Source: an optimization exercise on an open RTL-to-GDS flow (aim: small area). Production flows keep margins and buffers that such runs may drop. The RTL was checked by simulation tests, not by an equivalence proof against the original design. Power figures rest on the tool's default switching activity, not on a simulated workload.

### flow/config.mk
export PLATFORM = sky130hd
export DESIGN_NAME = binary_min_heap_queue_core
export DESIGN_NICKNAME = binary_min_heap_queue_core
export VERILOG_FILES = /design/flow/design.v
export SDC_FILE = /design/flow/constraint.sdc
export NUM_CORES = 4
export LEC_CHECK = 0
export ABC_AREA = 1
export CAP_MARGIN = 0
export CORE_MARGIN = 2
export CORE_UTILIZATION = 70
export PLACE_DENSITY = 0.88
export SLEW_MARGIN = 0
### flow/flow/run.sh
#!/bin/bash
# Standard layout with two changes: clock tree synthesis clusters up to 25 flip-flops per leaf
# buffer (within 60 um) and adds no dummy loads, and ports are buffered with buf_1.
set -euo pipefail
bash standard.sh \
  "CTS_ARGS=-sink_clustering_enable -repair_clock_nets -dont_use_dummy_load -sink_clustering_size 25 -sink_clustering_max_diameter 60" \
  "BUFFER_PORTS_ARGS=-buffer_cell sky130_fd_sc_hd__buf_1" \
  finish > flow.log 2>&1
### flow/standard.sh
#!/bin/bash
# synth_recipe.tcl (not shown) runs the flow's synth.tcl, then flattens the netlist and writes it again
# the make line also repeats each setting of config.mk as NAME=value (left out here)
make -C /OpenROAD-flow-scripts/flow DESIGN_CONFIG=/design/flow/config.mk WORK_HOME=/design/flow/orfs CLKGATE_MAP_FILE= SYNTH_SCRIPT=/design/flow/synth_recipe.tcl "${@:-finish}"
### flow/design.v
package bmhq_pkg;
  localparam int CAPACITY_DEF      = 64;
  localparam int PRIORITY_BITS_DEF = 16;
  localparam int TAG_BITS_DEF      = 16;
  typedef enum logic [1:0] {
    ERR_OK     = 2'd0,
    ERR_EMPTY  = 2'd1,
    ERR_FULL   = 2'd2,
    ERR_UNUSED = 2'd3
  } err_t;
  typedef enum logic [3:0] {
    ST_IDLE   = 4'd0,
    ST_INSW   = 4'd1,   
    ST_INSA   = 4'd2,   
    ST_INSB   = 4'd3,   
    ST_LAST   = 4'd4,   
    ST_DEC    = 4'd5,   
    ST_WB     = 4'd6,   
    ST_RELOAD = 4'd7,   
    ST_SHOW   = 4'd8,   
    ST_SHOWE  = 4'd9    
  } state_t;
endpackage
module binary_min_heap_queue_core #(
  parameter int CAPACITY      = bmhq_pkg::CAPACITY_DEF,
  parameter int PRIORITY_BITS = bmhq_pkg::PRIORITY_BITS_DEF,
  parameter int TAG_BITS      = bmhq_pkg::TAG_BITS_DEF,
  localparam int CW = $clog2(CAPACITY + 1)
) (
  input  logic                            clk,
  input  logic                            rst_n,
  input  logic                            start,
  output logic                            busy,
  input  logic                            in_kind,
  input  logic signed [PRIORITY_BITS-1:0] in_priority_req,
  input  logic        [TAG_BITS-1:0]      in_payload_tag,
  output logic                            out_valid,
  output logic signed [PRIORITY_BITS-1:0] out_top_priority,
  output logic        [TAG_BITS-1:0]      out_top_tag,
  output logic        [CW-1:0]            out_entry_count,
  output logic                            out_is_empty,
  output logic        [1:0]               out_error_code
);
  localparam int EW = PRIORITY_BITS + TAG_BITS;
  localparam int AW = $clog2(CAPACITY);
  localparam int QW = AW - 1;
  logic [EW*CAPACITY-1:0] ring;
  logic [EW-1:0]          h0, h1, hx, t0, t1;
  logic [EW-1:0]          c_r;
  logic                   sel, wr, c_ld;
  logic                   full, empty;
  assign h0 = ring[EW-1:0];
  assign h1 = ring[2*EW-1:EW];
  assign hx = sel ? h1 : h0;
  assign t0 = (wr && !sel) ? c_r : h0;
  assign t1 = (wr && sel) ? c_r : (empty ? '0 : h1);
  always_ff @(posedge clk) begin
    ring <= {t1, t0, ring[EW*CAPACITY-1:2*EW]};
  end
  bmhq_pkg::state_t state_r, state_nxt;
  bmhq_pkg::err_t   err_r, err_nxt;
  logic [QW-1:0]    q_r;
  logic [CW-1:0]    count_r, count_nxt;
  logic [AW-1:0]    cur_r, cur_nxt;
  logic             sw_r, sw_nxt, pr_r, pr_nxt;
  logic             accept;
  logic [QW:0] q1;
  assign q1 = {1'b0, q_r} + (QW+1)'(1);
  always_ff @(posedge clk) begin
    if (!rst_n) begin
      state_r <= bmhq_pkg::ST_IDLE;
      err_r   <= bmhq_pkg::ERR_OK;
      q_r     <= '0;
      count_r <= '0;
    end else begin
      state_r <= state_nxt;
      err_r   <= err_nxt;
      q_r     <= q1[QW-1:0];
      count_r <= count_nxt;
    end
  end
  always_ff @(posedge clk) begin
    cur_r <= cur_nxt;
    lvl_r <= lvl_nxt;
    sw_r  <= sw_nxt;
    pr_r  <= pr_nxt;
    if (accept) begin
      c_r <= {in_priority_req, in_payload_tag};
    end else if (c_ld) begin
      c_r <= hx;
    end
  end
  logic signed [PRIORITY_BITS-1:0] p0, p1, px, cp;
  assign p0 = h0[EW-1 -: PRIORITY_BITS];
  assign p1 = h1[EW-1 -: PRIORITY_BITS];
  assign px = hx[EW-1 -: PRIORITY_BITS];
  assign cp = c_r[EW-1 -: PRIORITY_BITS];
  function automatic logic lt16(input logic [PRIORITY_BITS-1:0] a, input logic [PRIORITY_BITS-1:0] b,
                                input logic le);
    logic c, ai, bi;
    c = le;
    for (int i = 0; i < PRIORITY_BITS; i++) begin
      ai = (i == PRIORITY_BITS-1) ? !a[i] : a[i];
      bi = (i == PRIORITY_BITS-1) ? !b[i] : b[i];
      c  = (!ai && bi) || (!ai && c) || (bi && c);
    end
    lt16 = c;
  endfunction
  logic x_vs_c, c_lt_x, x_lt_c, p1_lt_p0, ins_cmp;
  assign x_vs_c   = lt16(px, cp, ins_cmp);
  assign c_lt_x   = !x_vs_c;
  assign x_lt_c   = x_vs_c;
  assign p1_lt_p0 = lt16(p1, p0, 1'b0);
  logic [2:0]    lvl_r, lvl_nxt, depth;
  logic          path_bit, path_final;
  logic [CW-1:0] count_inc;
  assign count_inc = count_r + CW'(1);
  always_comb begin
    depth = '0;
    for (int i = 1; i < CW; i++) begin
      if (count_inc[i]) depth = 3'(i);
    end
  end
  assign path_bit   = count_r[lvl_r - 3'd1];
  assign path_final = (lvl_r == 3'd1);
  logic [AW-1:0] cur_m1, last_m1;
  assign cur_m1  = cur_r - AW'(1);
  assign last_m1 = AW'(count_r) - AW'(1);
  logic at_cur, at_last, at_kids;
  assign at_cur  = (q_r == cur_m1[AW-1:1]);
  assign at_last = (q_r == last_m1[AW-1:1]);
  assign at_kids = (q_r == cur_r[QW-1:0]);
  logic [CW-1:0] left7;
  logic          has_l, has_r;
  assign left7 = {cur_r, 1'b1};
  assign has_l = left7 < count_r;
  assign has_r = (left7 + CW'(1)) < count_r;
  assign ins_cmp = (state_r == bmhq_pkg::ST_INSW) || (state_r == bmhq_pkg::ST_INSA) ||
                   (state_r == bmhq_pkg::ST_INSB);
  assign full  = count_r[CW-1];
  assign empty = (count_r == '0);
  always_comb begin
    state_nxt = state_r;
    err_nxt   = err_r;
    count_nxt = count_r;
    cur_nxt   = cur_r;
    sw_nxt    = sw_r;
    pr_nxt    = pr_r;
    lvl_nxt   = lvl_r;
    accept    = 1'b0;
    sel       = 1'b0;
    wr        = 1'b0;
    c_ld      = 1'b0;
    out_valid = 1'b0;
    case (state_r)
      bmhq_pkg::ST_IDLE: begin
        if (start) begin
          accept  = 1'b1;
          err_nxt = bmhq_pkg::ERR_OK;
          cur_nxt = '0;
          if (!in_kind) begin
            if (full) begin
              err_nxt   = bmhq_pkg::ERR_FULL;
              state_nxt = bmhq_pkg::ST_SHOW;
            end else begin
              count_nxt = count_inc;
              lvl_nxt   = depth;
              state_nxt = bmhq_pkg::ST_INSW;
            end
          end else begin
            if (empty) begin
              err_nxt   = bmhq_pkg::ERR_EMPTY;
              state_nxt = bmhq_pkg::ST_SHOWE;
            end else begin
              count_nxt = count_r - CW'(1);
              if (count_r == CW'(1)) state_nxt = bmhq_pkg::ST_SHOWE;
              else                   state_nxt = bmhq_pkg::ST_LAST;
            end
          end
        end
      end
      bmhq_pkg::ST_INSW: begin
        sel = 1'b1;
        if (q_r == '1) begin
          out_valid = 1'b1;
          wr        = (lvl_r == '0) || c_lt_x;
          c_ld      = wr;
          if (lvl_r == '0) state_nxt = bmhq_pkg::ST_IDLE;
          else if (wr)     state_nxt = bmhq_pkg::ST_INSB;
          else             state_nxt = bmhq_pkg::ST_INSA;
        end
      end
      bmhq_pkg::ST_INSA, bmhq_pkg::ST_INSB: begin
        sel = path_bit;
        if (at_kids) begin
          wr      = (state_r == bmhq_pkg::ST_INSB) || path_final || c_lt_x;
          c_ld    = wr;
          cur_nxt = AW'(left7) + AW'(path_bit);
          lvl_nxt = lvl_r - 3'd1;
          if (path_final) state_nxt = bmhq_pkg::ST_IDLE;
          else if (wr)    state_nxt = bmhq_pkg::ST_INSB;
        end
      end
      bmhq_pkg::ST_LAST: begin
        sel = !count_r[0];
        if (at_last) begin
          c_ld      = 1'b1;
          state_nxt = bmhq_pkg::ST_DEC;
        end
      end
      bmhq_pkg::ST_DEC: begin
        sel = has_r && p1_lt_p0;
        if (!has_l || (at_kids && !x_lt_c)) begin
          sw_nxt = 1'b0;
          if (cur_r == '0) state_nxt = bmhq_pkg::ST_WB;
          else             state_nxt = bmhq_pkg::ST_IDLE;
        end else if (at_kids) begin
          wr        = 1'b1;
          c_ld      = 1'b1;
          sw_nxt    = 1'b1;
          pr_nxt    = sel;
          state_nxt = bmhq_pkg::ST_WB;
        end
      end
      bmhq_pkg::ST_WB: begin
        sel = !cur_r[0];
        if (at_cur) begin
          wr        = 1'b1;
          out_valid = (cur_r == '0);
          if (sw_r) begin
            cur_nxt   = AW'(left7) + AW'(pr_r);
            state_nxt = bmhq_pkg::ST_RELOAD;
          end else begin
            state_nxt = bmhq_pkg::ST_IDLE;
          end
        end
      end
      bmhq_pkg::ST_RELOAD: begin
        sel = !cur_r[0];
        if (at_cur) begin
          c_ld      = 1'b1;
          state_nxt = bmhq_pkg::ST_DEC;
        end
      end
      bmhq_pkg::ST_SHOW: begin
        sel = 1'b1;
        if (q_r == '1) begin
          out_valid = 1'b1;
          state_nxt = bmhq_pkg::ST_IDLE;
        end
      end
      bmhq_pkg::ST_SHOWE: begin
        sel       = 1'b1;
        out_valid = 1'b1;
        state_nxt = bmhq_pkg::ST_IDLE;
      end
      default: state_nxt = bmhq_pkg::ST_IDLE;
    endcase
  end
  assign busy             = (state_r != bmhq_pkg::ST_IDLE);
  assign out_is_empty     = empty;
  assign out_top_priority = t1[EW-1 -: PRIORITY_BITS];
  assign out_top_tag      = t1[TAG_BITS-1:0];
  assign out_entry_count  = count_r;
  assign out_error_code   = err_r;
endmodule
### flow/constraint.sdc
create_clock -name core_clock -period 10.0 [get_ports {clk}]
set_input_delay 2.0000 -clock core_clock [delete_from_list [all_inputs] [get_ports {clk}]]
set_output_delay 2.0000 -clock core_clock [all_outputs]
set_load 0.01 [all_outputs]
==> flow_metrics.env, run 1 <==
export IMPL_io_buffer_count=79
export IMPL_drc=0
export IMPL_via_count_of_the_first_global_routing_pass=21900
export IMPL_synthesis_instances=2996
export IMPL_yosysWarningCount=1
export IMPL_tritoncts_num_buffers=96
export IMPL_floorplan_core_area_um2=66100
export IMPL_path_class="register to output port"
export IMPL_status="no timing/DRC/antenna violations"
export IMPL_netlist_area_leader_share_pct=88.1
export IMPL_setup_repair_after_global_routing_missed_its_margin="false"
export IMPL_setup_viol=0
export IMPL_maxcap_violations=0
export IMPL_power_frac_clock_pct=22.9
export IMPL_drt_wl_total_um=83700
export IMPL_min_period_over_period_pct=91.5
export IMPL_cts_hold_fix_buffers=0
export IMPL_clock_tree_buffer_depth=3
export IMPL_synth_cell_area_um2=47000
export IMPL_start_point_of_the_critical_path="cur_r[0]$_SDFFCE_PN0P_"
export IMPL_slowest_stage="buf_4"
export IMPL_report_final_hold_viol_count=0
export IMPL_final_cell_area_um2=50600
export IMPL_power_net_switching_mw=4.82
export IMPL_floorplan_die_area_um2=69200
export IMPL_worst_endpoint_arrival_ps=7150
export IMPL_power_leakage_nw=21.1
export IMPL_clock_tree_from_tritoncts="built"
export IMPL_detail_route_wl_per_cell_um=20.9
export IMPL_netSwitchingFraction_pct=26.9
export IMPL_cts_repair_resize_count=0
export IMPL_worstSetupStartpointType="register"
export IMPL_clock_root_buffer="clkbuf_16"
export IMPL_tns_ps=0
export IMPL_track_usage_pct=24.5
export IMPL_die_h_um=263
export IMPL_count_of_flip_flops_with_a_built_in_enable_after_synthesis=43
export IMPL_cp_num_buf_inv=5
export IMPL_area_delta_synth_final_pct=7.78
export IMPL_dr_first_iter_drc_count=1647
export IMPL_synth_async_sr_flop_share_pct=0
export IMPL_routed_via_density=5.06
export IMPL_global_route_overflow_total=0
export IMPL_clk_pin_slew_worst_paths_ps=100
export IMPL_clock_sink_count=2109
export IMPL_hold_path_startpoint="ring[1337]$_DFF_P_"
export IMPL_fmax_ghz=0.109
export IMPL_synth_seq_area_share_pct=90.8
export IMPL_power_per_cell_area_nw_per_um2=354
export IMPL_maxSlewHeadroom_pct=13.8
export IMPL_dpl_cell_count=3905
export IMPL_final_net_count=3200
export IMPL_top_level_pins=80
export IMPL_initial_antenna_violation_count=1
export IMPL_worstSetupEndpointType="output port"
export IMPL_routabilityCongestion=0.893
export IMPL_synth_top_cell_by_area="dfxtp_1"
export IMPL_synthFlopType="dfxtp_1"
export IMPL_postSynthAreaPerCell_um2=15.7
export IMPL_type_of_the_tightest_min_delay_check="register to register"
export IMPL_timing_rr_start="cur_r[0]$_SDFFCE_PN0P_"
export IMPL_cp_data_required_time_ps=8000
export IMPL_chipWidth_um=263
export IMPL_critPathMaxFanout=57
export IMPL_cts_htree_levels=3
export IMPL_combPwrFrac_pct=11.9
export IMPL_wire_length_of_the_first_global_routing_pass_um=128000
export IMPL_sequentialPowerShare_pct=65.3
export IMPL_post_route_cells_drive_above_1_share_pct=4.30
export IMPL_post_synth_top_count_cell="dfxtp_1"
export IMPL_synth_commonest_cells="dfxtp_1 (2066), nand2_1 (286), inv_1 (115)"
export IMPL_timing_clock_skew_ps=48.5
export IMPL_grt_max_degree=57
export IMPL_antenna_violating_nets_remaining=0
export IMPL_synth_distinct_cells=45
export IMPL_synth_seq_cells=2109
export IMPL_detailed_placement_wirelength_estimate_um=46900
export IMPL_instances_no_fill=4003
export IMPL_worst_path_dominant_cell_family="simple AND/OR/NAND/NOR gates"
export IMPL_cts_setup_buffers=0
export IMPL_synth_fp_nets=3057
export IMPL_post_place_cell_area_um2=48200
export IMPL_clk_latency_ps=670
export IMPL_drt_pass1_iterations=6
export IMPL_crit_path_max_incr_delay_ps=690
export IMPL_period_needed_ps=9150
export IMPL_max_vdd_ir_drop_mv=0.303
export IMPL_start_util_pct=71.0
export IMPL_synthTopCellsByArea="dfxtp_1 (88%), edfxtp_1 (2.7%), nand2_1 (2.3%)"
export IMPL_via_count_of_the_routed_design=20200
export IMPL_rows=94
export IMPL_final_max_slew_violation_count=0
export IMPL_cp_common_cell="nand2_1"
export IMPL_p_int_mw=13.1
export IMPL_worstMarginPinSlew_ps=1280
[placed cells by master, fill, tap and decap left out, types with 11 or more instances in the layout]
cell type,instances
o21ai_1,14
xor2_1,19
nand2_1,286
buf_1,79
nand3_1,86
a21oi_1,23
o21ai_0,66
nor3_1,11
inv_1,115
o22ai_1,13
edfxtp_1,43
clkbuf_16,96
dfxtp_1,2066
ha_1,25
nor2_1,107
[routing by layer]
layer	global-route usage, %	vias to the layer above	part of all wire, %
met3	4.69	236	5.4
met5	0	-	0
li1	-	9538	-
met2	41.8	717	49
met4	9.42	0	3.8
met1	31.4	9753	42
[through the flow]
stage,util (%),power [mW],hold WS (ps),worst slack (ps)
detailed placement,72.9,13.8,312,1730
global placement,72.9,13.5,310,1950
floorplan,-,12.7,310,3940
global route,76.6,18.5,278,357
CTS,76.6,17.9,281,857
finish,76.6,17.9,276,849
[worst register-to-register path, delay by kind of cell (launching register included)]
kind | cells | cell delay (ps)
fa+ha+maj | 2 | 660
buf+inv | 4 | 1490
simple gates | 17 | 2310
compound gates | 7 | 1390
flops | 1 | 500
[worst paths after layout]
path | slack, ps | to | cells past startpoint
min reg2reg | 280 | ring[1273]$_DFF_P_ | 0
max reg2reg | 3510 | ring[2004]$_DFF_P_ | 30
max | 850 | out_top_priority[2] | 31
min | 280 | ring[1273]$_DFF_P_ | 0
[power groups by stage]
stage | Combinational, mW | Sequential, mW | Clock [mW]
4_1_cts | 2.09 | 11.7 | 4.15
2_1_floorplan | 1.33 | 11.3 | 0
5_1_grt | 2.30 | 11.8 | 4.39
3_5_place_dp | 2.01 | 11.8 | 0
3_3_place_gp | 1.89 | 11.6 | 0
6_report | 2.13 | 11.7 | 4.09
[logic make-up (layout without fill, tap and decap cells)]
logic type	Yosys count	after routing	share of synthesized area [%]
simple gates	518	518	4.64
other cells	0	2	0
xor+xnor	27	27	0.504
fa+ha+maj	25	25	0.666
buf+inv	169	310	1.49
compound gates	148	148	1.87
flops	2109	2109	90.8
[state kept, by name (all words and copies together) (netlist names), 2 cells and up]
register  count
cur_r         6
state_r       4
q_r           5
err_r         2
lvl_r         3
ring       2048
count_r       7
c_r          32
[final cells by class]
class / instances / area (um2)
clock buffers: 96 / 2400
flip-flops and latches: 2109 / 42700
diodes: 2 / 5.00
inverters: 126 / 473
fillers: 3433 / 15500
multi-input cells: 718 / 3630
repair buffers: 88 / 364
well taps: 864 / 1080
==> inputs of run 2 (changes only) <==
--- a/flow/design.v
+++ b/flow/design.v
@@ -125,8 +125,6 @@
   assign path_final = (lvl_r == 3'd1);
-  logic [AW-1:0] cur_m1, last_m1;
+  logic [AW-1:0] cur_m1;
   assign cur_m1  = cur_r - AW'(1);
-  assign last_m1 = AW'(count_r) - AW'(1);
-  logic at_cur, at_last, at_kids;
+  logic at_cur, at_kids;
   assign at_cur  = (q_r == cur_m1[AW-1:1]);
-  assign at_last = (q_r == last_m1[AW-1:1]);
   assign at_kids = (q_r == cur_r[QW-1:0]);
@@ -175,2 +173,3 @@
               count_nxt = count_r - CW'(1);
+              cur_nxt   = AW'(count_nxt);
               if (count_r == CW'(1)) state_nxt = bmhq_pkg::ST_SHOWE;
@@ -204,5 +203,6 @@
       bmhq_pkg::ST_LAST: begin
-        sel = !count_r[0];
-        if (at_last) begin
+        sel = !cur_r[0];
+        if (at_cur) begin
           c_ld      = 1'b1;
+          cur_nxt   = '0;
           state_nxt = bmhq_pkg::ST_DEC;
==> run 2 against run 1 <==
Effect of this change:
- sequential power barely moved
- final cell count fell by 0.35%
- count of clock-buffer cells in the layout did not move
- flip-flop and latch count did not move
- total power fell by 0.48%
- area after synthesis barely moved
- critical path type unchanged
- largest cell class unchanged
==> flow_metrics.env, run 2 <==
export IMPL_path_class="register to output port"
export IMPL_synth_cell_area_um2=46900
export IMPL_routed_via_density=5.00
export IMPL_sequentialPowerShare_pct=65.1
export IMPL_dpl_cell_count=3893
export IMPL_timing_clock_skew_ps=72.7
export IMPL_final_cell_area_um2=50500
export IMPL_slowest_stage="nand2_2"
export IMPL_cts_repair_resize_count=0
export IMPL_min_period_over_period_pct=93.4
export IMPL_cts_htree_levels=3
export IMPL_synth_commonest_cells="dfxtp_1 (2066), nand2_1 (271), inv_1 (114)"
export IMPL_fmax_ghz=0.107
export IMPL_tns_ps=0
export IMPL_tritoncts_num_buffers=96
export IMPL_compound_gate_fraction_of_synth_area_pct=2.09
export IMPL_synthTopCellsByArea="dfxtp_1 (88%), edfxtp_1 (2.8%), nand2_1 (2.2%)"
export IMPL_worstMarginPinSlew_ps=1050
export IMPL_power_net_switching_mw=4.74
export IMPL_drt_wl_total_um=79200
export IMPL_start_util_pct=71.0
export IMPL_clock_tree_from_tritoncts="built"
export IMPL_synth_distinct_cells=47
export IMPL_detail_route_wl_per_cell_um=19.9
export IMPL_top_level_pins=80
export IMPL_post_place_cell_area_um2=48100
export IMPL_period_needed_ps=9340
export IMPL_track_usage_pct=23.3
export IMPL_synth_seq_cells=2109
export IMPL_drt_pass1_iterations=5
export IMPL_report_final_hold_viol_count=0
export IMPL_instances_no_fill=3989
export IMPL_clk_latency_ps=680
export IMPL_combPwrFrac_pct=12.1
export IMPL_synthesis_instances=2986
export IMPL_grt_max_degree=61
export IMPL_dr_first_iter_drc_count=1267
export IMPL_layout_top_registers="ring (2048), c_r (32), count_r (7)"
export IMPL_netlist_area_leader_share_pct=88.2
export IMPL_post_synth_and_or_nand_nor_area_fraction_pct=4.34
export IMPL_yosysWarningCount=1
export IMPL_post_route_cells_drive_above_1_share_pct=4.42
export IMPL_synth_seq_area_share_pct=90.9
export IMPL_synth_fp_nets=3047
export IMPL_status="no timing/DRC/antenna violations"
export IMPL_cp_num_buf_inv=3
export IMPL_synthFlopType="dfxtp_1"
export IMPL_type_of_the_tightest_min_delay_check="register to register"
export IMPL_clock_sink_count=2109
export IMPL_synth_top_cell_by_area="dfxtp_1"
export IMPL_wire_length_of_the_first_global_routing_pass_um=123000
export IMPL_cp_data_required_time_ps=8000
export IMPL_netSwitchingFraction_pct=26.6
export IMPL_synth_mux_area_share_pct=0
export IMPL_drc=0
export IMPL_clock_tree_buffer_depth=3
export IMPL_via_count_of_the_first_global_routing_pass=21200
export IMPL_area_delta_synth_final_pct=7.71
export IMPL_antenna_violating_nets_remaining=0
export IMPL_via_count_of_the_routed_design=19900
export IMPL_detailed_placement_wirelength_estimate_um=44000
export IMPL_floorplan_die_area_um2=69100
export IMPL_final_max_slew_violation_count=0
export IMPL_io_buffer_count=79
export IMPL_synth_fa_ha_area_share_pct=0.667
export IMPL_count_of_flip_flops_with_a_built_in_enable_after_synthesis=43
export IMPL_combinational_family_with_the_most_area_after_synthesis="simple AND/OR/NAND/NOR gates"
export IMPL_power_frac_clock_pct=22.8
export IMPL_worstSetupStartpointType="register"
export IMPL_cts_setup_buffers=0
export IMPL_die_h_um=263
export IMPL_final_net_count=3188
export IMPL_global_route_overflow_total=0
export IMPL_postSynthAreaPerCell_um2=15.7
export IMPL_worstSetupEndpointType="output port"
export IMPL_power_per_cell_area_nw_per_um2=352
export IMPL_worst_path_dominant_cell_family="simple AND/OR/NAND/NOR gates"
export IMPL_crit_path_max_incr_delay_ps=860
export IMPL_power_leakage_nw=21.1
export IMPL_most_common_cell_after_layout_fill_and_taps_aside="dfxtp_1"
export IMPL_critPathMaxFanout=60
export IMPL_synthXorXnorAreaFrac_pct=0.392
export IMPL_chipWidth_um=263
export IMPL_clock_root_buffer="clkbuf_16"
export IMPL_rows=94
export IMPL_synth_async_sr_flop_share_pct=0
export IMPL_fillers=3417
export IMPL_regMostFlops="ring"
export IMPL_cts_hold_fix_buffers=0
export IMPL_finalPower_mw=17.8
export IMPL_cp_common_cell="nand2_1"
export IMPL_worst_endpoint_arrival_ps=7340
export IMPL_initial_antenna_violation_count=1
export IMPL_floorplan_core_area_um2=66100
export IMPL_max_vdd_ir_drop_mv=0.245
export IMPL_setup_viol=0
export IMPL_num_antenna_cells=0
export IMPL_post_synth_top_count_cell="dfxtp_1"
export IMPL_largest_register_ffs=2048
export IMPL_clk_pin_slew_worst_paths_ps=90
export IMPL_mostFrequentLayoutCells="dfxtp_1 (2066), nand2_1 (271), inv_1 (113), nor2_1 (102), clkbuf_16 (96)"
export IMPL_maxSlewHeadroom_pct=28.2
export IMPL_routabilityCongestion=0.797
export IMPL_maxcap_violations=0
export IMPL_setup_repair_after_global_routing_missed_its_margin="false"
export IMPL_p_int_mw=13.1
## run 2: cell types whose count changed in the layout (fill, tap and decap cells not counted), sizes merged, moves of 6 or more
cell   delta
nand2    -12
inv       +6
nor2      -6
o21ai     +6
## run 2: power by group through the flow
stage	clock, mW	combinational, mW	sequential (mW)
finish	4.06	2.16	11.6
global route	4.39	2.36	11.8
CTS	4.13	2.15	11.6
detailed placement	0	2.07	11.7
global placement	0	1.96	11.6
floorplan	0	1.35	11.3
## run 2: final timing paths
check | slack (ps) | cells past startpoint | startpoint | endpoint
setup / recovery | 660 | 35 | cur_r[0]$_DFFE_PP_ | out_top_tag[14]
hold / removal | 250 | 0 | ring[699]$_DFF_P_ | ring[635]$_DFF_P_
setup reg to reg | 3370 | 35 | cur_r[0]$_DFFE_PP_ | ring[2030]$_DFF_P_
hold reg to reg | 250 | 0 | ring[699]$_DFF_P_ | ring[635]$_DFF_P_
## run 2: layout make-up
type,count,area (um2),area share (%)
multi-input cells,702,3550,7.02
well taps,864,1080,2.14
clock buffers,96,2400,4.75
repair buffers,87,357,0.706
inverters,131,492,0.973
flip-flops and latches,2109,42700,84.4
## run 2: stage by stage
step / utilization, % / setup slack, ps / hold slack [ps]
5_1_grt: 76.4 / 185 / 254
6_report: 76.4 / 663 / 246
3_3_place_gp: 72.8 / 2000 / 310
2_1_floorplan: - / 4150 / 310
3_5_place_dp: 72.8 / 1600 / 312
4_1_cts: 76.4 / 650 / 254
## run 2: layer usage
| metal | vias to the layer above | wire length [um] | GRT usage [%] |
|---|---|---|---|
| li1 | 9521 | - | - |
| met4 | 2 | 2500 | 9.20 |
| met3 | 187 | 3970 | 4.03 |
| met2 | 583 | 37500 | 37.7 |
| met5 | - | 12 | 0 |
| met1 | 9643 | 35300 | 31.8 |
## run 2: worst reg2reg max path, delay by kind of cell, from the launching register on
kind | cells | cell delay [ps]
simple gates | 24 | 3710
compound gates | 6 | 1380
fa+ha+maj | 2 | 600
flops | 1 | 460
buf+inv | 3 | 400
## run 2: logic make-up after synthesis
| logic type | after synthesis |
|---|---|
| adder cells (fa/ha/maj) | 25 |
| buffers and inverters | 175 |
| AND/OR/NAND/NOR | 492 |
| AO/OA/AOI/OAI | 164 |
| flip-flops | 2109 |
| XOR/XNOR | 21 |
==> inputs of run 3 (changes only) <==
--- a/flow/design.v
+++ b/flow/design.v
@@ -54,4 +54,9 @@
   assign hx = sel ? h1 : h0;
-  assign t0 = (wr && !sel) ? c_r : h0;
-  assign t1 = (wr && sel) ? c_r : (empty ? '0 : h1);
+  logic w0, w1, k0, k1;
+  assign w0 = wr && !sel;
+  assign w1 = wr && sel;
+  assign k0 = !w0;
+  assign k1 = !w1 && !empty;
+  assign t0 = (c_r & {EW{w0}}) | (h0 & {EW{k0}});
+  assign t1 = (c_r & {EW{w1}}) | (h1 & {EW{k1}});
   always_ff @(posedge clk) begin
==> run 3 against run 2 <==
Effect of this change:
- core utilization fell by 0.067 points
- via count up 2.6%
- maximum frequency is 0.60% higher
- count of clock-buffer cells in the layout increased by 2
- die area is 0.40% lower
- clock skew increased by 55 ps
- global-route usage increased by 4.3 points
- area after synthesis down 0.40%
- worst hold slack improved by 27 ps
- flip-flop and latch count unchanged
- synthesized cell count fell by 1.4%
- clock power grew 4%
==> flow_metrics.env, run 3 <==
export IMPL_maxSlewHeadroom_pct=9.82
export IMPL_post_synth_top_count_cell="dfxtp_1"
export IMPL_worst_path_stages=41
export IMPL_synthFlopType="dfxtp_1"
export IMPL_synthTopCellsByArea="dfxtp_1 (89%), edfxtp_1 (2.8%), nand2_1 (2.0%)"
export IMPL_finalPower_mw=14.7
export IMPL_cp_num_buf_inv=3
export IMPL_cts_htree_levels=3
export IMPL_clock_tree_from_tritoncts="built"
export IMPL_floorplan_core_area_um2=66000
export IMPL_cp_common_cell="nand2_1"
export IMPL_final_cell_area_um2=50400
export IMPL_timing_rr_start="cur_r[0]$_DFFE_PP_"
export IMPL_final_seq_area_um2=42700
export IMPL_worstSetupStartpointType="register"
export IMPL_hold_worst_slack_ps=273
export IMPL_power_per_cell_area_nw_per_um2=292
export IMPL_final_net_count=3147
export IMPL_die_h_um=262
export IMPL_synth_fp_nets=3004
export IMPL_worst_r2r_setup_slack_ps=2940
export IMPL_clk_pin_slew_worst_paths_ps=90
export IMPL_clock_sink_count=2109
export IMPL_wire_length_of_the_first_global_routing_pass_um=141000
export IMPL_p_int_mw=10.8
export IMPL_clock_root_buffer="clkbuf_16"
export IMPL_floorplan_die_area_um2=68800
export IMPL_synth_seq_cells=2109
export IMPL_dr_first_iter_drc_count=1745
export IMPL_period_needed_ps=9280
export IMPL_rows=94
export IMPL_worst_path_dominant_cell_family="simple AND/OR/NAND/NOR gates"
export IMPL_start_point_of_the_critical_path="cur_r[0]$_DFFE_PP_"
export IMPL_status="no timing/DRC/antenna violations"
export IMPL_regToRegEndpoint="ring[2001]$_DFF_P_"
export IMPL_footprint_of_the_multi_input_gates_um2=3430
export IMPL_power_leakage_nw=20.4
export IMPL_global_route_overflow_total=0
export IMPL_detailed_placement_wirelength_estimate_um=48000
export IMPL_most_common_cell_after_layout_fill_and_taps_aside="dfxtp_1"
export IMPL_dpl_cell_count=3850
export IMPL_area_delta_synth_final_pct=7.86
export IMPL_cts_setup_buffers=0
export IMPL_tns_ps=0
export IMPL_setup_repair_after_global_routing_missed_its_margin="false"
export IMPL_place_ws_ps=1910
export IMPL_sequentialPowerShare_pct=60.5
export IMPL_synth_top_cell_by_area="dfxtp_1"
export IMPL_post_route_cells_drive_above_1_share_pct=4.05
export IMPL_type_of_the_tightest_min_delay_check="register to register"
export IMPL_io_buffer_count=79
export IMPL_slowest_stage="nand2_4"
export IMPL_drt_wl_total_um=93400
export IMPL_maxcap_violations=0
export IMPL_largest_register_ffs=2048
export IMPL_antenna_violating_nets_remaining=0
export IMPL_via_count_of_the_routed_design=20500
export IMPL_worst_setup_path_endpoint="out_top_tag[15]"
export IMPL_clock_tree_buffer_depth=3
export IMPL_synth_async_sr_flop_share_pct=0
export IMPL_start_util_pct=70.8
export IMPL_report_final_hold_viol_count=0
export IMPL_clk_latency_ps=700
export IMPL_combPwrFrac_pct=10.8
export IMPL_worstMarginPinSlew_ps=1350
export IMPL_synth_distinct_cells=47
export IMPL_tritoncts_num_buffers=98
export IMPL_drt_pass1_iterations=6
export IMPL_drc=0
export IMPL_chipWidth_um=262
export IMPL_power_net_switching_mw=3.88
export IMPL_postSynthAreaPerCell_um2=15.9
export IMPL_mostFrequentLayoutCells="dfxtp_1 (2066), nand2_1 (246), nand3_1 (118), inv_1 (105), clkbuf_16 (98)"
export IMPL_instances_no_fill=3950
export IMPL_max_vdd_ir_drop_mv=0.329
export IMPL_routed_via_density=5.18
export IMPL_final_max_slew_violation_count=0
export IMPL_netlist_area_leader_share_pct=88.5
export IMPL_synth_seq_area_share_pct=91.3
export IMPL_fmax_ghz=0.108
export IMPL_synth_commonest_cells="dfxtp_1 (2066), nand2_1 (246), nand3_1 (118)"
export IMPL_synth_cell_area_um2=46700
export IMPL_reg2reg_depth=39
export IMPL_post_route_worst_setup_slack_ps=719
export IMPL_fillers=3172
export IMPL_grt_max_degree=50
export IMPL_cp_data_required_time_ps=8000
export IMPL_timing_clock_skew_ps=127
export IMPL_critPathMaxFanout=44
export IMPL_netSwitchingFraction_pct=26.3
export IMPL_count_of_flip_flops_with_a_built_in_enable_after_synthesis=43
export IMPL_final_util_pct=76.4
export IMPL_top_level_pins=80
export IMPL_min_period_over_period_pct=92.8
export IMPL_path_class="register to output port"
export IMPL_yosysWarningCount=1
export IMPL_cts_repair_resize_count=0
export IMPL_post_place_cell_area_um2=47900
export IMPL_synthesis_instances=2943
export IMPL_setup_viol=0
export IMPL_via_count_of_the_first_global_routing_pass=22300
export IMPL_worst_endpoint_arrival_ps=7280
export IMPL_detail_route_wl_per_cell_um=23.6
export IMPL_track_usage_pct=27.6
export IMPL_power_frac_clock_pct=28.7
export IMPL_layout_top_registers="ring (2048), c_r (32), count_r (7)"
export IMPL_crit_path_max_incr_delay_ps=680
export IMPL_worstSetupEndpointType="output port"
export IMPL_regMostFlops="ring"
export IMPL_cts_hold_fix_buffers=0
export IMPL_routabilityCongestion=0.837
export IMPL_initial_antenna_violation_count=2
## run 3: logic make-up (layout without fill, tap and decap cells)
group | count (synthesis) | after routing | share of synthesized area, %
AND/OR/NAND/NOR | 473 | 473 | 4.34
AO/OA/AOI/OAI | 159 | 159 | 1.95
adder cells (fa/ha/maj) | 25 | 25 | 0.669
XOR/XNOR | 20 | 20 | 0.375
other | 0 | 2 | 0
flip-flops | 2109 | 2109 | 91.3
buffers and inverters | 157 | 298 | 1.39
## run 3: worst min path at each step
| stage | from | endpoint | slack [ps] | cells after the start |
|---|---|---|---|---|
| 2_1_floorplan | ring[64]$_DFF_P_ | ring[0]$_DFF_P_ | 310 | 0 |
| 3_3_place_gp | ring[855]$_DFF_P_ | ring[791]$_DFF_P_ | 310 | 0 |
| 3_5_place_dp | ring[1069]$_DFF_P_ | ring[1005]$_DFF_P_ | 310 | 0 |
| 4_1_cts | ring[400]$_DFF_P_ | ring[336]$_DFF_P_ | 270 | 0 |
| 5_1_grt | ring[400]$_DFF_P_ | ring[336]$_DFF_P_ | 280 | 0 |
| 6_report | ring[400]$_DFF_P_ | ring[336]$_DFF_P_ | 270 | 0 |
## run 3: power groups by stage
stage               Combinational (mW)  Clock [mW]  Sequential [mW]
floorplan                        0.995           0             8.98
global placement                  1.43           0             9.06
detailed placement                1.50           0             9.07
CTS                               1.57        4.26             8.90
global route                      1.72        4.50             8.92
finish                            1.59        4.22             8.91
## run 3: routing by layer
metal	part of all wire (%)	GRT usage [%]
met1	40	34.6
met2	51	48.8
met3	4.8	3.97
met4	4.0	10.6
met5	0	0
## run 3: cell type report
type	count	area share [%]
inverters	115	0.857
clock buffers	98	4.87
diodes	2	0.00993
well taps	864	2.15
repair buffers	85	0.678
flip-flops and latches	2109	84.6
multi-input cells	677	6.81
==> inputs of run 4 (changes only) <==
==> flow/flow/run.sh (replaced) <==
#!/bin/bash
# Standard layout with two changes: clock tree synthesis clusters up to 26 flip-flops per leaf
# buffer (within 60 um) and adds no dummy loads, and ports are buffered with buf_1.
set -euo pipefail
bash standard.sh \
  "CTS_ARGS=-sink_clustering_enable -repair_clock_nets -dont_use_dummy_load -sink_clustering_size 26 -sink_clustering_max_diameter 60" \
  "BUFFER_PORTS_ARGS=-buffer_cell sky130_fd_sc_hd__buf_1" \
  finish > flow.log 2>&1
==> run 4 against run 3 <==
Effect of this change:
- combinational power is essentially flat
- critical path depth is the same
- maximum frequency shrank 0.69%
- wire length up 0.46%
- register-to-register slack gained 30 ps
- sequential power about the same
- total power down 0.42%
- non-clock buffer count stayed put
- final cell count decreased by 0.13%
- via count increased by 0.25%
- clock skew is 5.1 ps lower
- critical endpoint is now out_top_tag[1]
==> flow_metrics.env, run 4 <==
export IMPL_globalRouteMet2Util_pct=48.2
export IMPL_cp_data_required_time_ps=8000
export IMPL_layout_top_registers="ring (2048), c_r (32), count_r (7)"
export IMPL_clock_root_buffer="clkbuf_16"
export IMPL_synth_cell_area_um2=46700
export IMPL_synthFlopType="dfxtp_1"
export IMPL_most_common_cell_after_layout_fill_and_taps_aside="dfxtp_1"
export IMPL_synth_commonest_cells="dfxtp_1 (2066), nand2_1 (246), nand3_1 (118)"
export IMPL_start_util_pct=70.8
export IMPL_power_leakage_nw=20.4
export IMPL_post_synth_top_count_cell="dfxtp_1"
export IMPL_sequentialPowerShare_pct=60.8
export IMPL_status="no timing/DRC/antenna violations"
export IMPL_setup_repair_after_global_routing_missed_its_margin="false"
export IMPL_drt_pass1_iterations=8
export IMPL_power_net_switching_mw=3.88
export IMPL_crit_path_max_incr_delay_ps=700
export IMPL_global_route_overflow_total=0
export IMPL_timing_rr_start="cur_r[0]$_DFFE_PP_"
export IMPL_drt_wl_total_um=93800
export IMPL_regToRegEndpoint="ring[2001]$_DFF_P_"
export IMPL_track_usage_pct=27.8
export IMPL_detail_route_wl_per_cell_um=23.8
export IMPL_final_cell_area_um2=50300
export IMPL_final_net_count=3143
export IMPL_path_class="register to output port"
export IMPL_detailed_placement_wirelength_estimate_um=48000
export IMPL_count_of_flip_flops_with_a_built_in_enable_after_synthesis=43
export IMPL_cp_num_buf_inv=3
export IMPL_post_route_cells_drive_above_1_share_pct=3.93
export IMPL_clock_tree_from_tritoncts="built"
export IMPL_final_max_slew_violation_count=0
export IMPL_timing_clock_skew_ps=122
export IMPL_routabilityCongestion=0.837
export IMPL_fmax_ghz=0.107
export IMPL_area_delta_synth_final_pct=7.64
export IMPL_synthesis_instances=2943
export IMPL_netlist_area_leader_share_pct=88.5
export IMPL_final_seq_area_um2=42700
export IMPL_io_buffer_count=79
export IMPL_worstMarginPinSlew_ps=1280
export IMPL_yosysWarningCount=1
export IMPL_worst_path_dominant_cell_family="simple AND/OR/NAND/NOR gates"
export IMPL_synthTopCellsByArea="dfxtp_1 (89%), edfxtp_1 (2.8%), nand2_1 (2.0%)"
export IMPL_tns_ps=0
export IMPL_critPathMaxFanout=44
export IMPL_synth_seq_area_share_pct=91.3
export IMPL_floorplan_die_area_um2=68800
export IMPL_slowest_stage="nand2_4"
export IMPL_via_count_of_the_routed_design=20500
export IMPL_globalRouteMet1Util_pct=34.5
export IMPL_cts_hold_fix_buffers=0
export IMPL_worstSetupStartpointType="register"
export IMPL_use_met3_pct=4.79
export IMPL_post_place_cell_area_um2=47900
export IMPL_cp_common_cell="nand2_1"
export IMPL_cts_setup_buffers=0
export IMPL_place_ws_ps=1910
export IMPL_max_vdd_ir_drop_mv=0.261
export IMPL_largest_register_ffs=2048
export IMPL_antenna_violating_nets_remaining=0
export IMPL_footprint_of_the_multi_input_gates_um2=3430
export IMPL_rows=94
export IMPL_start_point_of_the_critical_path="cur_r[0]$_DFFE_PP_"
export IMPL_top_level_pins=80
export IMPL_min_period_over_period_pct=93.5
export IMPL_reg2reg_depth=39
export IMPL_hold_worst_slack_ps=272
export IMPL_routed_via_density=5.20
export IMPL_worst_endpoint_arrival_ps=7350
export IMPL_clock_sink_count=2109
export IMPL_worst_setup_path_endpoint="out_top_tag[1]"
export IMPL_initial_antenna_violation_count=4
export IMPL_drc=0
export IMPL_type_of_the_tightest_min_delay_check="register to register"
export IMPL_post_route_worst_setup_slack_ps=655
export IMPL_worstSetupEndpointType="output port"
export IMPL_clk_latency_ps=680
export IMPL_via_count_of_the_first_global_routing_pass=22400
export IMPL_grt_max_degree=50
export IMPL_worst_path_stages=41
export IMPL_top_usage_layer="met2"
export IMPL_cts_htree_levels=3
export IMPL_report_final_hold_viol_count=0
export IMPL_synth_seq_cells=2109
export IMPL_power_frac_clock_pct=28.2
export IMPL_period_needed_ps=9350
export IMPL_power_per_cell_area_nw_per_um2=292
export IMPL_floorplan_core_area_um2=66000
export IMPL_synth_top_cell_by_area="dfxtp_1"
export IMPL_maxSlewHeadroom_pct=14.6
export IMPL_die_h_um=262
export IMPL_wire_length_of_the_first_global_routing_pass_um=142000
export IMPL_synth_distinct_cells=47
export IMPL_fillers=3215
export IMPL_regMostFlops="ring"
export IMPL_chipWidth_um=262
export IMPL_clk_pin_slew_worst_paths_ps=90
export IMPL_postSynthAreaPerCell_um2=15.9
export IMPL_tritoncts_num_buffers=94
export IMPL_maxcap_violations=0
export IMPL_netSwitchingFraction_pct=26.5
export IMPL_p_int_mw=10.8
export IMPL_mostFrequentLayoutCells="dfxtp_1 (2066), nand2_1 (246), nand3_1 (118), inv_1 (105), clkbuf_16 (94)"
export IMPL_combPwrFrac_pct=11.1
export IMPL_worst_r2r_setup_slack_ps=2970
export IMPL_synth_fp_nets=3004
export IMPL_synth_async_sr_flop_share_pct=0
export IMPL_setup_viol=0
export IMPL_clock_tree_buffer_depth=3
export IMPL_dr_first_iter_drc_count=1698
export IMPL_cts_repair_resize_count=0
run 4: worst min path at each step:
stage | slack (ps) | cells past startpoint | startpoint | to
5_1_grt | 280 | 0 | ring[881]$_DFF_P_ | ring[817]$_DFF_P_
2_1_floorplan | 310 | 0 | ring[64]$_DFF_P_ | ring[0]$_DFF_P_
3_5_place_dp | 310 | 0 | ring[1069]$_DFF_P_ | ring[1005]$_DFF_P_
4_1_cts | 270 | 0 | ring[881]$_DFF_P_ | ring[817]$_DFF_P_
6_report | 270 | 0 | ring[400]$_DFF_P_ | ring[336]$_DFF_P_
3_3_place_gp | 310 | 0 | ring[855]$_DFF_P_ | ring[791]$_DFF_P_
run 4: final cells by class:
type	count	area share, %
flip-flops and latches	2109	84.8
multi-input cells	677	6.83
clock buffers	94	4.68
well taps	864	2.15
inverters	115	0.858
repair buffers	85	0.679
diodes	1	0.00498
run 4: kinds of logic after synthesis:
kind of cell | count (synthesis) | synth area share, %
DFF | 2109 | 91.3
and+or+nand+nor | 473 | 4.34
xor gates and xnor gates | 20 | 0.375
adders and majority gates | 25 | 0.669
buffers and inverters | 157 | 1.39
AOI/OAI and AO/OA | 159 | 1.95
run 4: power by group through the flow:
stage          Clock [mW]  Sequential (mW)  Combinational [mW]
5_1_grt              4.39             8.93                1.75
3_3_place_gp            0             9.06                1.43
2_1_floorplan           0             8.98               0.995
4_1_cts              4.15             8.90                1.59
6_report             4.13             8.91                1.62
3_5_place_dp            0             9.07                1.50
run 4: metal layers:
metal | part of all wire, % | vias up
met5 | 0.026 | -
met4 | 4.5 | 4
met3 | 5.4 | 283
met2 | 50 | 847
met1 | 40 | 9955
li1 | - | 9422
run 4: stage by stage:
step           std cells  utilization, %  power, mW
2_1_floorplan       2943               -       9.98
3_3_place_gp        3850            72.7       10.5
3_5_place_dp        3850            72.7       10.6
4_1_cts             3944            76.2       14.6
5_1_grt             3944            76.2       15.1
6_report            3945            76.2       14.7
==> inputs of run 5 (changes only) <==
--- a/flow/design.v
+++ b/flow/design.v
@@ -54,9 +54,4 @@
   assign hx = sel ? h1 : h0;
-  logic w0, w1, k0, k1;
-  assign w0 = wr && !sel;
-  assign w1 = wr && sel;
-  assign k0 = !w0;
-  assign k1 = !w1 && !empty;
-  assign t0 = (c_r & {EW{w0}}) | (h0 & {EW{k0}});
-  assign t1 = (c_r & {EW{w1}}) | (h1 & {EW{k1}});
+  assign t0 = (wr && !sel) ? c_r : h0;
+  assign t1 = (wr && sel) ? c_r : (empty ? '0 : h1);
   always_ff @(posedge clk) begin
==> flow/flow/run.sh (replaced) <==
#!/bin/bash
# Standard layout with two changes: clock tree synthesis clusters up to 30 flip-flops per leaf
# buffer (within 50 um) and adds no dummy loads, and ports are buffered with buf_1.
set -euo pipefail
bash standard.sh \
  "CTS_ARGS=-sink_clustering_enable -repair_clock_nets -dont_use_dummy_load -sink_clustering_size 30 -sink_clustering_max_diameter 50" \
  "BUFFER_PORTS_ARGS=-buffer_cell sky130_fd_sc_hd__buf_1" \
  finish > flow.log 2>&1
--- a/flow/config.mk
+++ b/flow/config.mk
@@ -10,4 +10,4 @@
 export CORE_MARGIN = 2
-export CORE_UTILIZATION = 70
-export PLACE_DENSITY = 0.88
+export CORE_UTILIZATION = 80
+export PLACE_DENSITY = 0.95
 export SLEW_MARGIN = 0
==> run 5 against run 4 <==
Effect of this change:
- synthesized cell count increased by 1.5%
- area after synthesis increased by 0.40%
- the run now fails in 4_1_cts
==> flow_metrics.env, run 5 <==
export IMPL_status="stopped before the end"
export IMPL_flow_stopped_at="4_1_cts"
export IMPL_error_that_halted_the_flow="[ERROR DPL-0033] detailed placement checks failed during check placement."
export IMPL_routabilityCongestion=0.887
export IMPL_count_of_flip_flops_with_a_built_in_enable_after_synthesis=43
export IMPL_netlist_area_leader_share_pct=88.2
export IMPL_dpl_cell_count=3794
export IMPL_tritoncts_num_buffers=103
export IMPL_synth_async_sr_flop_share_pct=0
export IMPL_top_level_pins=80
export IMPL_clock_sink_count=2109
export IMPL_synth_commonest_cells="dfxtp_1 (2066), nand2_1 (271), inv_1 (114)"
export IMPL_cts_repair_resize_count=3
export IMPL_synthesis_instances=2986
export IMPL_post_synth_top_count_cell="dfxtp_1"
export IMPL_synth_distinct_cells=47
export IMPL_detailed_placement_wirelength_estimate_um=54400
export IMPL_yosysWarningCount=1
export IMPL_synthFlopType="dfxtp_1"
export IMPL_postSynthAreaPerCell_um2=15.7
export IMPL_synthTopCellsByArea="dfxtp_1 (88%), edfxtp_1 (2.8%), nand2_1 (2.2%)"
export IMPL_synth_cell_area_um2=46900
export IMPL_start_util_pct=81.2
export IMPL_clock_root_buffer="clkbuf_16"
export IMPL_io_buffer_count=79
export IMPL_synth_fp_nets=3047
export IMPL_cts_htree_levels=3
export IMPL_synth_seq_area_share_pct=90.9
export IMPL_synth_seq_cells=2109
export IMPL_clock_tree_buffer_depth=3
export IMPL_synth_top_cell_by_area="dfxtp_1"
export IMPL_cts_setup_buffers=0
export IMPL_die_h_um=246
export IMPL_cts_hold_fix_buffers=0
export IMPL_chipWidth_um=246
export IMPL_rows=88
run 5: cell types whose count changed after synthesis, sizes merged, moves of 2 or more:
cell    change
a21oi       +2
a22o        +4
buf         -2
clkbuf      +4
clkinv      -2
inv        +18
nand2      +28
nand3      -30
nand4       -3
nor2       +27
o21a        +2
o21ai       -5
or2         -3
run 5: cell families after synthesis:
family | synth area share (%)
compound gates | 2.09
xor+xnor | 0.392
fa+ha+maj | 0.667
buf+inv | 1.59
flops | 90.9
simple gates | 4.34
run 5: worst max-delay path by stage:
stage	slack, ps	end	cells after the start
after detailed placement	1670	out_top_priority[11]	31
after global placement	2350	out_top_priority[14]	31
after floorplan	4150	out_top_tag[10]	32
run 5: metrics by stage:
step / util [%] / worst slack [ps] / area, um2 / hold WS (ps)
after detailed placement: 83.0 / 1670 / 48000 / 312
after global placement: 83.0 / 2350 / 48000 / 310
after floorplan: - / 4150 / 46900 / 310
run 5: power groups by stage:
stage / Sequential, mW / Clock, mW / Combinational (mW)
detailed placement: 11.8 / 0 / 2.20
global placement: 11.6 / 0 / 1.94
floorplan: 11.3 / 0 / 1.35
==> inputs of run 6 (changes only) <==
==> flow/flow/run.sh (replaced) <==
#!/bin/bash
# Standard layout with two changes: clock tree synthesis clusters up to 28 flip-flops per leaf
# buffer (within 50 um) and adds no dummy loads, and ports are buffered with buf_1.
set -euo pipefail
bash standard.sh \
  "CTS_ARGS=-sink_clustering_enable -repair_clock_nets -dont_use_dummy_load -sink_clustering_size 28 -sink_clustering_max_diameter 50" \
  "BUFFER_PORTS_ARGS=-buffer_cell sky130_fd_sc_hd__buf_1" \
  finish > flow.log 2>&1
==> run 6 against run 5 <==
Effect of this change:
- synthesized cell count did not move
- area after synthesis did not move
- the flow again stops in 4_1_cts
==> flow_metrics.env, run 6 <==
export IMPL_synth_commonest_cells="dfxtp_1 (2066), nand2_1 (271), inv_1 (114)"
export IMPL_synthTopCellsByArea="dfxtp_1 (88%), edfxtp_1 (2.8%), nand2_1 (2.2%)"
export IMPL_synth_fp_nets=3047
export IMPL_start_util_pct=81.2
export IMPL_top_level_pins=80
export IMPL_post_place_cell_area_um2=48000
export IMPL_clock_root_buffer="clkbuf_16"
export IMPL_status="stopped before the end"
export IMPL_netlist_area_leader_share_pct=88.2
export IMPL_post_synth_top_count_cell="dfxtp_1"
export IMPL_clock_sink_count=2109
export IMPL_synth_async_sr_flop_share_pct=0
export IMPL_die_h_um=246
export IMPL_error_that_halted_the_flow="[ERROR DPL-0033] detailed placement checks failed during check placement."
export IMPL_cts_setup_buffers=0
export IMPL_flow_stopped_at="4_1_cts"
export IMPL_postSynthAreaPerCell_um2=15.7
export IMPL_synth_seq_area_share_pct=90.9
export IMPL_cts_htree_levels=3
export IMPL_yosysWarningCount=1
export IMPL_count_of_flip_flops_with_a_built_in_enable_after_synthesis=43
export IMPL_place_ws_ps=1670
export IMPL_synth_top_cell_by_area="dfxtp_1"
export IMPL_rows=88
export IMPL_synthesis_instances=2986
export IMPL_io_buffer_count=79
export IMPL_chipWidth_um=246
export IMPL_detailed_placement_wirelength_estimate_um=54400
export IMPL_tritoncts_num_buffers=104
export IMPL_clock_tree_buffer_depth=3
export IMPL_routabilityCongestion=0.887
export IMPL_synth_cell_area_um2=46900
export IMPL_dpl_cell_count=3794
export IMPL_cts_repair_resize_count=5
export IMPL_cts_hold_fix_buffers=0
export IMPL_synth_seq_cells=2109
export IMPL_synth_distinct_cells=47
export IMPL_synthFlopType="dfxtp_1"
[run 6: cell counts after synthesis]
Identical to the previous run, type by type.
[run 6: kinds of logic after synthesis]
group / count (synthesis) / synth area share [%]
simple gates: 492 / 4.34
xor+xnor: 21 / 0.392
buf+inv: 175 / 1.59
compound gates: 164 / 2.09
flops: 2109 / 90.9
fa+ha+maj: 25 / 0.667
[run 6: worst max path at each step]
stage,start,end,slack [ps],cells past startpoint
2_1_floorplan,cur_r[0]$_DFFE_PP_,out_top_tag[10],4150,32
3_3_place_gp,cur_r[0]$_DFFE_PP_,out_top_priority[14],2350,31
3_5_place_dp,cur_r[0]$_DFFE_PP_,out_top_priority[11],1670,31
[run 6: power by group through the flow]
stage / combinational [mW] / clock [mW] / sequential (mW)
2_1_floorplan: 1.35 / 0 / 11.3
3_3_place_gp: 1.94 / 0 / 11.6
3_5_place_dp: 2.20 / 0 / 11.8
==> inputs of run 7 (changes only) <==
==> flow/flow/run.sh (replaced) <==
#!/bin/bash
# Standard layout with two changes: clock tree synthesis clusters up to 28 flip-flops per leaf
# buffer (within 60 um) and adds no dummy loads, and ports are buffered with buf_1.
set -euo pipefail
bash standard.sh \
  "CTS_ARGS=-sink_clustering_enable -repair_clock_nets -dont_use_dummy_load -sink_clustering_size 28 -sink_clustering_max_diameter 60" \
  "BUFFER_PORTS_ARGS=-buffer_cell sky130_fd_sc_hd__buf_1" \
  finish > flow.log 2>&1
--- a/flow/config.mk
+++ b/flow/config.mk
@@ -10,4 +10,5 @@
 export CORE_MARGIN = 2
-export CORE_UTILIZATION = 80
-export PLACE_DENSITY = 0.95
+export CORE_UTILIZATION = 70
+export GPL_TIMING_DRIVEN = 0
+export PLACE_DENSITY = 0.88
 export SLEW_MARGIN = 0
==> run 7 against run 6 <==
Effect of this change:
- now clean on timing, DRC and antenna
- area after synthesis unchanged
- synthesized cell count did not move
==> flow_metrics.env, run 7 <==
export IMPL_slowest_stage="edfxtp_1"
export IMPL_die_h_um=263
export IMPL_power_leakage_nw=21.0
export IMPL_yosysWarningCount=1
export IMPL_combPwrFrac_pct=13.8
export IMPL_layout_top_registers="ring (2048), c_r (32), count_r (7)"
export IMPL_setup_repair_after_global_routing_missed_its_margin="false"
export IMPL_min_period_over_period_pct=88.0
export IMPL_cts_htree_levels=3
export IMPL_post_route_cells_drive_above_1_share_pct=4.44
export IMPL_power_frac_clock_pct=21.8
export IMPL_clock_tree_from_tritoncts="built"
export IMPL_worstSetupEndpointType="output port"
export IMPL_initial_antenna_violation_count=7
export IMPL_cts_setup_buffers=0
export IMPL_netSwitchingFraction_pct=27.9
export IMPL_worst_endpoint_arrival_ps=6800
export IMPL_fmax_ghz=0.114
export IMPL_global_route_overflow_total=0
export IMPL_drc=0
export IMPL_power_per_cell_area_nw_per_um2=356
export IMPL_period_needed_ps=8800
export IMPL_clk_pin_slew_worst_paths_ps=100
export IMPL_worstMarginPinSlew_ps=1270
export IMPL_floorplan_core_area_um2=66100
export IMPL_detail_route_wl_per_cell_um=21.3
export IMPL_final_net_count=3216
export IMPL_timing_clock_skew_ps=120
export IMPL_hold_worst_slack_ps=262
export IMPL_start_util_pct=71.0
export IMPL_synth_distinct_cells=47
export IMPL_clock_sink_count=2109
export IMPL_io_buffer_count=78
export IMPL_synthTopCellsByArea="dfxtp_1 (88%), edfxtp_1 (2.8%), nand2_1 (2.2%)"
export IMPL_clock_root_buffer="clkbuf_16"
export IMPL_worstSetupStartpointType="register"
export IMPL_synth_seq_cells=2109
export IMPL_synth_seq_area_share_pct=90.9
export IMPL_cp_data_required_time_ps=8000
export IMPL_maxcap_violations=0
export IMPL_track_usage_pct=25.0
export IMPL_grt_max_degree=29
export IMPL_fillers=3372
export IMPL_report_final_hold_viol_count=0
export IMPL_synth_fp_nets=3047
export IMPL_largest_register_ffs=2048
export IMPL_via_count_of_the_first_global_routing_pass=22200
export IMPL_synth_async_sr_flop_share_pct=0
export IMPL_detailed_placement_wirelength_estimate_um=49900
export IMPL_postSynthAreaPerCell_um2=15.7
export IMPL_instances_no_fill=4018
export IMPL_type_of_the_tightest_min_delay_check="register to register"
export IMPL_cts_hold_fix_buffers=0
export IMPL_post_synth_top_count_cell="dfxtp_1"
export IMPL_critPathMaxFanout=10
export IMPL_floorplan_die_area_um2=69100
export IMPL_dpl_cell_count=3929
export IMPL_crit_path_max_incr_delay_ps=530
export IMPL_area_delta_synth_final_pct=7.74
export IMPL_clk_latency_ps=700
export IMPL_synthFlopType="dfxtp_1"
export IMPL_routabilityCongestion=0.911
export IMPL_final_cell_area_um2=50500
export IMPL_tns_ps=0
export IMPL_sequentialPowerShare_pct=64.4
export IMPL_synth_top_cell_by_area="dfxtp_1"
export IMPL_drt_pass1_iterations=10
export IMPL_count_of_flip_flops_with_a_built_in_enable_after_synthesis=43
export IMPL_max_vdd_ir_drop_mv=0.260
export IMPL_cp_common_cell="nand2_1"
export IMPL_most_common_cell_after_layout_fill_and_taps_aside="dfxtp_1"
export IMPL_netlist_area_leader_share_pct=88.2
export IMPL_chipWidth_um=263
export IMPL_dr_first_iter_drc_count=1921
export IMPL_rows=94
export IMPL_final_max_slew_violation_count=0
export IMPL_tritoncts_num_buffers=88
export IMPL_drt_wl_total_um=85800
export IMPL_regMostFlops="ring"
export IMPL_finalPower_mw=18.0
export IMPL_path_class="register to output port"
export IMPL_post_place_cell_area_um2=48300
export IMPL_antenna_violating_nets_remaining=0
export IMPL_top_level_pins=80
export IMPL_clock_tree_buffer_depth=3
export IMPL_status="no timing/DRC/antenna violations"
export IMPL_synth_commonest_cells="dfxtp_1 (2066), nand2_1 (271), inv_1 (114)"
export IMPL_mostFrequentLayoutCells="dfxtp_1 (2066), nand2_1 (271), inv_1 (114), nor2_1 (104)"
export IMPL_synthesis_instances=2986
export IMPL_cts_repair_resize_count=0
export IMPL_routed_via_density=5.18
export IMPL_wire_length_of_the_first_global_routing_pass_um=130000
export IMPL_via_count_of_the_routed_design=20800
export IMPL_maxSlewHeadroom_pct=15.0
export IMPL_power_net_switching_mw=5.02
export IMPL_setup_viol=0
export IMPL_p_int_mw=13.0
export IMPL_synth_cell_area_um2=46900
==> run 7: cell counts after synthesis <==
Identical to the previous run, type by type.
==> run 7: kinds of logic (layout without fill, tap and decap cells) <==
logic type      after synthesis  after routing  share of synthesized area, %
compound gates              164            164                          2.09
simple gates                492            492                          4.34
flops                      2109           2109                          90.9
other cells                   0              1                             0
fa+ha+maj                    25             25                         0.667
xor+xnor                     21             21                         0.392
buf+inv                     175            342                          1.59
==> run 7: power by group through the flow <==
stage	clock network, mW	logic [mW]	registers, mW
2_1_floorplan	0	1.35	11.3
3_3_place_gp	0	2.06	11.5
3_5_place_dp	0	2.26	11.7
4_1_cts	3.96	2.37	11.6
5_1_grt	4.21	2.63	11.8
6_report	3.92	2.49	11.6
==> run 7: final timing paths <==
check | to | slack [ps] | cells past startpoint | startpoint
min | ring[138]$_DFF_P_ | 260 | 0 | ring[202]$_DFF_P_
max reg2reg | ring[2032]$_DFF_P_ | 3940 | 39 | cur_r[0]$_DFFE_PP_
min reg2reg | ring[138]$_DFF_P_ | 260 | 0 | ring[202]$_DFF_P_
max | out_top_priority[0] | 1200 | 40 | cur_r[0]$_DFFE_PP_
==> run 7: layout make-up <==
class / count / area, um2 / area share, %
multi-input combinational: 702 / 3540 / 7.00
clock buffer: 88 / 2200 / 4.36
timing repair buffer: 79 / 320 / 0.634
inverter: 131 / 492 / 0.973
sequential: 2109 / 42700 / 84.4
tap: 864 / 1080 / 2.14
buffer: 44 / 256 / 0.507
antenna: 1 / 2.50 / 0.00495
==> run 7: per-layer routing <==
layer	vias to the layer above	global-route usage (%)	part of all wire (%)
li1	9573	-	-
met1	9798	31.8	41
met2	1023	40.9	47
met3	404	5.25	6.9
met4	4	13.1	5.6
met5	-	0.139	0.028
==> run 7: critical path, delay by kind of cell (launching register included) <==
kind                       cells  cell delay (ps)
and+or+nand+nor               29             3210
AOI/OAI and AO/OA              4              800
buffers and inverters          5              880
adders and majority gates      2              740
DFF                            1              530
==> run 7: metrics by stage <==
step	setup slack, ps	utilization, %
after floorplan	4150	-
after CTS	1390	76.5
final	1200	76.5
after global routing	989	76.5
after detailed placement	2410	73.1
after global placement	2820	73.1
==> inputs of run 8 (changes only) <==
--- a/flow/config.mk
+++ b/flow/config.mk
@@ -11,3 +11,2 @@
 export CORE_UTILIZATION = 70
-export GPL_TIMING_DRIVEN = 0
 export PLACE_DENSITY = 0.88
==> run 8 against run 7 <==
Effect of this change:
- critical path type unchanged
- die area unchanged
- maximum frequency decreased by 2.9%
- synthesized cell count unchanged
- worst setup slack got worse by 270 ps
- critical path depth decreased by 1
- via count decreased by 4.9%
- largest cell class unchanged
- final cell count decreased by 0.92%
- combinational power decreased by 13%
- global-route usage decreased by 1.9 points
==> flow_metrics.env, run 8 <==
export IMPL_cts_setup_buffers=0
export IMPL_synth_top_cell_by_area="dfxtp_1"
export IMPL_synth_fp_nets=3047
export IMPL_drt_pass1_iterations=5
export IMPL_max_vdd_ir_drop_mv=0.291
export IMPL_hold_worst_slack_ps=266
export IMPL_grt_max_degree=61
export IMPL_drt_wl_total_um=79100
export IMPL_most_common_cell_after_layout_fill_and_taps_aside="dfxtp_1"
export IMPL_postSynthAreaPerCell_um2=15.7
export IMPL_clk_pin_slew_worst_paths_ps=100
export IMPL_hold_path_startpoint="ring[2002]$_DFF_P_"
export IMPL_type_of_the_tightest_min_delay_check="register to register"
export IMPL_top_level_pins=80
export IMPL_fillers=3496
export IMPL_dpl_cell_count=3893
export IMPL_period_needed_ps=9070
export IMPL_start_point_of_the_critical_path="cur_r[0]$_DFFE_PP_"
export IMPL_rows=94
export IMPL_dr_first_iter_drc_count=1185
export IMPL_sequentialPowerShare_pct=65.7
export IMPL_via_count_of_the_routed_design=19800
export IMPL_via_count_of_the_first_global_routing_pass=21100
export IMPL_slowest_stage="nand2_2"
export IMPL_track_usage_pct=23.1
export IMPL_clock_root_buffer="clkbuf_16"
export IMPL_p_int_mw=12.9
export IMPL_initial_antenna_violation_count=2
export IMPL_final_cell_area_um2=50300
export IMPL_path_class="register to output port"
export IMPL_die_h_um=263
export IMPL_floorplan_core_area_um2=66100
export IMPL_tritoncts_num_buffers=87
export IMPL_maxcap_violations=0
export IMPL_synthesis_instances=2986
export IMPL_critPathMaxFanout=60
export IMPL_power_net_switching_mw=4.73
export IMPL_combPwrFrac_pct=12.3
export IMPL_global_route_overflow_total=0
export IMPL_start_util_pct=71.0
export IMPL_cts_repair_resize_count=0
export IMPL_drc=0
export IMPL_synth_seq_cells=2109
export IMPL_routabilityCongestion=0.797
export IMPL_synth_commonest_cells="dfxtp_1 (2066), nand2_1 (271), inv_1 (114)"
export IMPL_routed_via_density=4.97
export IMPL_crit_path_max_incr_delay_ps=840
export IMPL_io_buffer_count=79
export IMPL_chipWidth_um=263
export IMPL_yosysWarningCount=1
export IMPL_post_route_cells_drive_above_1_share_pct=4.14
export IMPL_post_synth_top_count_cell="dfxtp_1"
export IMPL_cts_hold_fix_buffers=0
export IMPL_report_final_hold_viol_count=0
export IMPL_worstHoldPathCells=0
export IMPL_netlist_area_leader_share_pct=88.2
export IMPL_power_leakage_nw=20.9
export IMPL_worst_path_dominant_cell_family="simple AND/OR/NAND/NOR gates"
export IMPL_reg2reg_depth=38
export IMPL_clk_latency_ps=680
export IMPL_clock_tree_buffer_depth=3
export IMPL_timing_clock_skew_ps=91.0
export IMPL_synthFlopType="dfxtp_1"
export IMPL_status="no timing/DRC/antenna violations"
export IMPL_fmax_ghz=0.110
export IMPL_worstMarginPinSlew_ps=1130
export IMPL_synth_distinct_cells=47
export IMPL_cts_htree_levels=3
export IMPL_worst_endpoint_arrival_ps=7070
export IMPL_min_period_over_period_pct=90.7
export IMPL_final_net_count=3179
export IMPL_clock_sink_count=2109
export IMPL_timing_rr_start="cur_r[0]$_DFFE_PP_"
export IMPL_maxSlewHeadroom_pct=24.4
export IMPL_setup_viol=0
export IMPL_cp_common_cell="nand2_1"
export IMPL_clock_tree_from_tritoncts="built"
export IMPL_synth_seq_area_share_pct=90.9
export IMPL_synthTopCellsByArea="dfxtp_1 (88%), edfxtp_1 (2.8%), nand2_1 (2.2%)"
export IMPL_antenna_violating_nets_remaining=0
export IMPL_tns_ps=0
export IMPL_power_frac_clock_pct=22.0
export IMPL_regMostFlops="ring"
export IMPL_netSwitchingFraction_pct=26.8
export IMPL_detailed_placement_wirelength_estimate_um=44000
export IMPL_finalPower_mw=17.6
export IMPL_area_delta_synth_final_pct=7.23
export IMPL_power_per_cell_area_nw_per_um2=351
export IMPL_post_place_cell_area_um2=48100
export IMPL_mostFrequentLayoutCells="dfxtp_1 (2066), nand2_1 (271), inv_1 (113), nor2_1 (102), nand3_1 (88)"
export IMPL_cp_data_required_time_ps=8000
export IMPL_floorplan_die_area_um2=69100
export IMPL_setup_repair_after_global_routing_missed_its_margin="false"
export IMPL_synth_async_sr_flop_share_pct=0
export IMPL_final_max_slew_violation_count=0
export IMPL_count_of_flip_flops_with_a_built_in_enable_after_synthesis=43
export IMPL_worstSetupStartpointType="register"
export IMPL_instances_no_fill=3981
export IMPL_wire_length_of_the_first_global_routing_pass_um=122000
export IMPL_worst_path_stages=39
export IMPL_largest_register_ffs=2048
export IMPL_cp_num_buf_inv=4
export IMPL_layout_top_registers="ring (2048), c_r (32), count_r (7)"
export IMPL_detail_route_wl_per_cell_um=19.9
export IMPL_synth_cell_area_um2=46900
export IMPL_worstSetupEndpointType="output port"
## run 8: cell counts after synthesis
No cell type changed its count.
## run 8: layout make-up
| type | count | area [um2] | area share, % |
|---|---|---|---|
| Tap cell | 864 | 1080 | 2.15 |
| Antenna cell | 1 | 2.50 | 0.00497 |
| Inverter | 131 | 492 | 0.977 |
| Sequential cell | 2109 | 42700 | 84.8 |
| Clock buffer | 87 | 2180 | 4.33 |
| Timing Repair Buffer | 87 | 357 | 0.709 |
| Multi-Input combinational cell | 702 | 3550 | 7.05 |
## run 8: cell families after synthesis
logic type | Yosys count | share of synthesized area (%)
AOI/OAI and AO/OA | 164 | 2.09
adders and majority gates | 25 | 0.667
xor gates and xnor gates | 21 | 0.392
DFF | 2109 | 90.9
and+or+nand+nor | 492 | 4.34
buffers and inverters | 175 | 1.59
## run 8: path summary, 6_finish.rpt
path,endpoint,slack [ps]
max,out_top_priority[13],930
min reg2reg,ring[1938]$_DFF_P_,270
min,ring[1938]$_DFF_P_,270
max reg2reg,ring[2010]$_DFF_P_,3660
## run 8: worst register-to-register path: cells and delay by family, from the launching register on
kind | cells | cell delay (ps)
fa+ha+maj | 2 | 600
flops | 1 | 470
compound gates | 5 | 870
simple gates | 28 | 4030
buf+inv | 3 | 370
## run 8: routing by layer
metal | wire length [um] | track usage, %
met4 | 2530 | 8.49
met1 | 35100 | 31.3
met2 | 37500 | 37.9
met5 | 13 | 0
met3 | 3910 | 4.04
## run 8: stage by stage
stage	setup slack, ps	utilization, %
floorplan	4150	-
global placement	2000	72.8
detailed placement	1600	72.8
CTS	849	76.1
global route	342	76.1
finish	931	76.1
## run 8: power groups by stage
stage | clock network (mW) | registers, mW | logic [mW]
after floorplan | 0 | 11.3 | 1.35
after global placement | 0 | 11.6 | 1.96
after detailed placement | 0 | 11.7 | 2.07
after CTS | 3.94 | 11.6 | 2.15
after global routing | 4.20 | 11.8 | 2.36
final | 3.88 | 11.6 | 2.17

Setup slack of run 8, layout unchanged: 0.931 ns with ideal ports, 0.870 ns with driving cells assumed (clock clkbuf_16, inputs buf_2), 1.565 ns with port delays also shifted by the 0.696 ns mid clock arrival.
